Background: an optimization exercise with open tools, aiming at small area, a short achievable clock period and few clock cycles per item. Do not read the settings as production practice.
Only simulation tests tie the RTL to the original design; equivalence was not proved.
The flow treats the clock pin as an ideal source, which a real chip does not have.
Power and IR drop assume default switching activity.

## tga_byte_stream_decoder_unit
module tga_byte_stream_decoder_unit #(
  parameter int unsigned PALETTE_ENTRIES = tgadec_pkg::PaletteEntriesDef
) (
  input  logic        clk_i,
  input  logic        rst_ni,
  input  logic        in_valid_i,
  output logic        in_ready_o,
  input  logic        func_i,
  input  logic [7:0]  data_byte_i,
  input  logic        first_byte_i,
  input  logic [7:0]  palette_index_i,
  output logic        out_valid_o,
  input  logic        out_ready_i,
  output logic [1:0]  kind_o,
  output logic [15:0] column_o,
  output logic [15:0] row_o,
  output logic [31:0] pixel_value_o,
  output logic [15:0] image_width_o,
  output logic [15:0] image_height_o,
  output logic [5:0]  bits_per_pixel_o,
  output logic [2:0]  error_code_o,
  output logic        last_pixel_o
);
Settings: LEC_CHECK=0, CAP_MARGIN=20, CORE_MARGIN=2, CORE_UTILIZATION=30, PLACE_DENSITY=0.45, SETUP_SLACK_MARGIN=4.5, SLEW_MARGIN=20, SYNTH_MEMORY_MAX_BITS=16384; clock period 8.0 ns.
run.sh (not shown) runs the stock make flow with config.mk's settings and CLKGATE_MAP_FILE= SYNTH_SCRIPT=/design/flow/synth_recipe.tcl, a recipe that flattens the netlist after the stock synthesis.
The first run ran to the end with no violations.
Testbench counts at the start, summed over its fixed seeds: cycles 48,680, items 48,656.
Then changed:
CORE_UTILIZATION = 45   (was 30)
CTS_CLUSTER_DIAMETER = 80   (was unset)
CTS_CLUSTER_SIZE = 30   (was unset)
PLACE_DENSITY = 0.6   (was 0.45)
The new run went through all stages and came out clean.
Design area is lower by 5.5%.
Combinational power is lower by about 6%.
First-iteration DRC count is higher by 21%.
Total power is lower by 17%.
Clock skew is lower by 24 ps.
Setup slack gets better by 130 ps.
Die area is lower by 33%.
Sequential share of layout area is higher by 3.8 points.


tga_byte_stream_decoder_unit, a different RTL version from the one above (not shown whole).
Size in the first run: about 14000 cells after synthesis, about 8800 flip-flops, ~130 I/O pins.
Design tga_byte_stream_decoder_unit, start of the top module:
module tga_byte_stream_decoder_unit #(
  parameter int unsigned PALETTE_ENTRIES = tgadec_pkg::PaletteEntriesDef
) (
  input  logic        clk_i,
  input  logic        rst_ni,
  input  logic        in_valid_i,
  output logic        in_ready_o,
  input  logic        func_i,
  input  logic [7:0]  data_byte_i,
  input  logic        first_byte_i,
  input  logic [7:0]  palette_index_i,
  output logic        out_valid_o,
  input  logic        out_ready_i,
  output logic [1:0]  kind_o,
  output logic [15:0] column_o,
  output logic [15:0] row_o,
  output logic [31:0] pixel_value_o,
  output logic [15:0] image_width_o,
  output logic [15:0] image_height_o,
  output logic [5:0]  bits_per_pixel_o,
  output logic [2:0]  error_code_o,
  output logic        last_pixel_o
);
  logic       in_ready_q;
  logic       v_q;
  logic       func_q;
  logic [7:0] data_q;
  logic       first_q;
  ...
make LEC_CHECK=0 CAP_MARGIN=20 CORE_MARGIN=2 CORE_UTILIZATION=55 CTS_CLUSTER_DIAMETER=80 CTS_CLUSTER_SIZE=26 PLACE_DENSITY=0.7 SETUP_SLACK_MARGIN=4.7 SLEW_MARGIN=20 SYNTH_MEMORY_MAX_BITS=16384 finish   # period 8.0 ns
Testbench counts at the start, summed over its fixed seeds: cycles 48,680, items 48,656.
Then changed:
==> flow/flow/run.sh (new file) <==
#!/bin/bash
set -o pipefail
export CTS_ARGS="-sink_clustering_enable -repair_clock_nets -sink_clustering_size 30 -sink_clustering_max_diameter 80 -dont_use_dummy_load"
cp standard.sh standard_sh_copy.txt
bash standard.sh 2>&1 | tee standard.log
==> flow/standard.sh (new file) <==
#!/bin/bash
# synth_recipe.tcl (not shown) runs the flow's synth.tcl, then flattens the netlist and writes it again
# the make line also repeats each setting of config.mk as NAME=value (left out here)
make -C /OpenROAD-flow-scripts/flow DESIGN_CONFIG=/design/flow/config.mk WORK_HOME=/design/flow/orfs CLKGATE_MAP_FILE= SYNTH_SCRIPT=/design/flow/synth_recipe.tcl "${@:-finish}"
Settings changed: CTS_CLUSTER_SIZE 26 to 30.
removed: flow/run.sh
Power fell by 3.5%.
Cell count fell by 0.75%.
Design area fell by 0.49%.
Worst setup slack gets better by 0.074 ns.
Utilization fell by 0.30 points.
Fmax rose by 2.2%.
Global-route usage stays flat.
Sequential cell count is unchanged.
Register-to-register slack gets better by 0.06 ns.
Die area is unchanged.
Critical path depth does not change.
Then changed:
==> flow/flow/run.sh (replaced) <==
#!/bin/bash
set -o pipefail
export CTS_ARGS="-sink_clustering_enable -repair_clock_nets -sink_clustering_size 26 -sink_clustering_max_diameter 80 -dont_use_dummy_load"
cp standard.sh standard_sh_copy.txt
bash standard.sh 2>&1 | tee standard.log
Settings changed: CTS_CLUSTER_SIZE 30 to 26.
Outcome:
- power goes up slightly
- cell area barely changes
- clock-buffer cell count came out higher by 20
- setup slack gets worse by 0.0077 ns
- hold slack stays flat
- sequential power hardly moves
- die area does not change
- global-route usage barely changes
- maximum frequency stays flat


Another version of the RTL of tga_byte_stream_decoder_unit (not shown whole).
Size: ~8,800 flip-flops, about 0.34 sq mm of cells after synthesis.
==> flow/design.v (excerpt) <==
module tga_byte_stream_decoder_unit #(
  parameter int unsigned PALETTE_ENTRIES = tgadec_pkg::PaletteEntriesDef
) (
  input  logic        clk_i,
  input  logic        rst_ni,
  input  logic        in_valid_i,
  output logic        in_ready_o,
  input  logic        func_i,
  input  logic [7:0]  data_byte_i,
  input  logic        first_byte_i,
  input  logic [7:0]  palette_index_i,
  output logic        out_valid_o,
  input  logic        out_ready_i,
  output logic [1:0]  kind_o,
  output logic [15:0] column_o,
  output logic [15:0] row_o,
  output logic [31:0] pixel_value_o,
  output logic [15:0] image_width_o,
  output logic [15:0] image_height_o,
  output logic [5:0]  bits_per_pixel_o,
  output logic [2:0]  error_code_o,
  output logic        last_pixel_o
);
export LEC_CHECK = 0
export CAP_MARGIN = 20
export CORE_MARGIN = 2
export CORE_UTILIZATION = 55
export CTS_CLUSTER_DIAMETER = 80
export CTS_CLUSTER_SIZE = 26
export PLACE_DENSITY = 0.7
export SETUP_SLACK_MARGIN = 4.6
export SLEW_MARGIN = 20
export SYNTH_MEMORY_MAX_BITS = 16384
create_clock -name core_clock -period 8.0 [get_ports {clk_i}]
standard.sh (not shown) runs the stock make flow with config.mk's settings and CLKGATE_MAP_FILE= SYNTH_SCRIPT=/design/flow/synth_recipe.tcl, a recipe that flattens the netlist after the stock synthesis.
==> flow/flow/run.sh <==
#!/bin/bash
set -o pipefail
export CTS_ARGS="-sink_clustering_enable -repair_clock_nets -sink_clustering_size 26 -sink_clustering_max_diameter 80 -dont_use_dummy_load"
cp standard.sh standard_sh_copy.txt
bash standard.sh 2>&1 | tee standard.log
The first run ran to the end with no violations.
Testbench counts at the start, summed over its fixed seeds: cycles 48,680, items 48,656.
Rerun with:
==> flow/run.sh (new file) <==
#!/bin/bash
# synth_recipe.tcl (not shown) runs the flow's synth.tcl, then flattens the netlist and writes it again
# the make line also repeats each setting of config.mk as NAME=value (left out here)
make -C /OpenROAD-flow-scripts/flow DESIGN_CONFIG=/design/flow/config.mk WORK_HOME=/design/flow/orfs CLKGATE_MAP_FILE= SYNTH_SCRIPT=/design/flow/synth_recipe.tcl finish
CORE_UTILIZATION = 45   (was 55)
PLACE_DENSITY = 0.6   (was 0.7)
removed: flow/flow/run.sh
removed: flow/standard.sh
Power came out higher by 6.0%.
Wire length came out higher by 5.6%.
Sequential cell count does not change.
Worst setup slack is worse by 0.10 ns.
Non-clock buffer count came out lower by 24.
Cell count came out higher by 9.2%.
Count of clock-buffer cells in the layout came out higher by 60.
Via count came out lower by 0.52%.
Final area came out higher by 1.6%.
Clock power came out higher by 20%.

-- port drivers added, routing unchanged --
In the flow no input, the clock included, has a driving cell. The finished layouts below were timed again as built, in two steps.
Step 1 (the two cells are an assumption about what drives the block):
set clk [get_ports {clk_i}]
set_driving_cell -lib_cell sky130_fd_sc_hd__clkbuf_16 $clk
set_driving_cell -lib_cell sky130_fd_sc_hd__buf_2 [delete_from_list [all_inputs] $clk]
Step 2 times the ports against the registers' clock, not the clock port: input delays grow and output delays shrink by t, the midpoint of the rising clock arrivals with the driver on.
Three values: ideal ports, drivers, drivers and shift; two values: the first two.
run | t (ns) | setup slack, ns | latest minus earliest clock arrival (ns) | worst data-port slew with drivers (ns) | pins driven straight from the clock port
the first run of note 1 | 1.270 | 4.324 / 4.085 / 2.815 | 0.140 / 0.140 | 0.55 | 1
the second run of note 1 | 1.214 | 4.451 / 4.097 / 2.883 | 0.107 / 0.106 | 0.55 | 1
the first run of note 2 | 1.171 | 4.598 / 4.335 / 3.165 | 0.120 / 0.121 | 0.45 | 1
the second run of note 2 | 1.160 | 4.671 / 4.387 / 3.227 | 0.174 / 0.175 | 0.47 | 1
the third run of note 2 | 1.149 | 4.664 / 4.478 / 3.330 | 0.185 / 0.185 | 0.37 | 1
the first run of note 3 | 1.157 | 4.530 / 4.260 / 3.103 | 0.166 / 0.166 | 0.46 | 1
the second run of note 3 | 1.247 | 4.427 / 4.310 / 3.063 | 0.094 / 0.095 | 0.39 | 1
After both steps setup and hold are still met in every run listed. For the second run of note 1, which loses most, drivers alone change the setup slack by -0.354 ns; drivers and shift together by -1.568 ns.
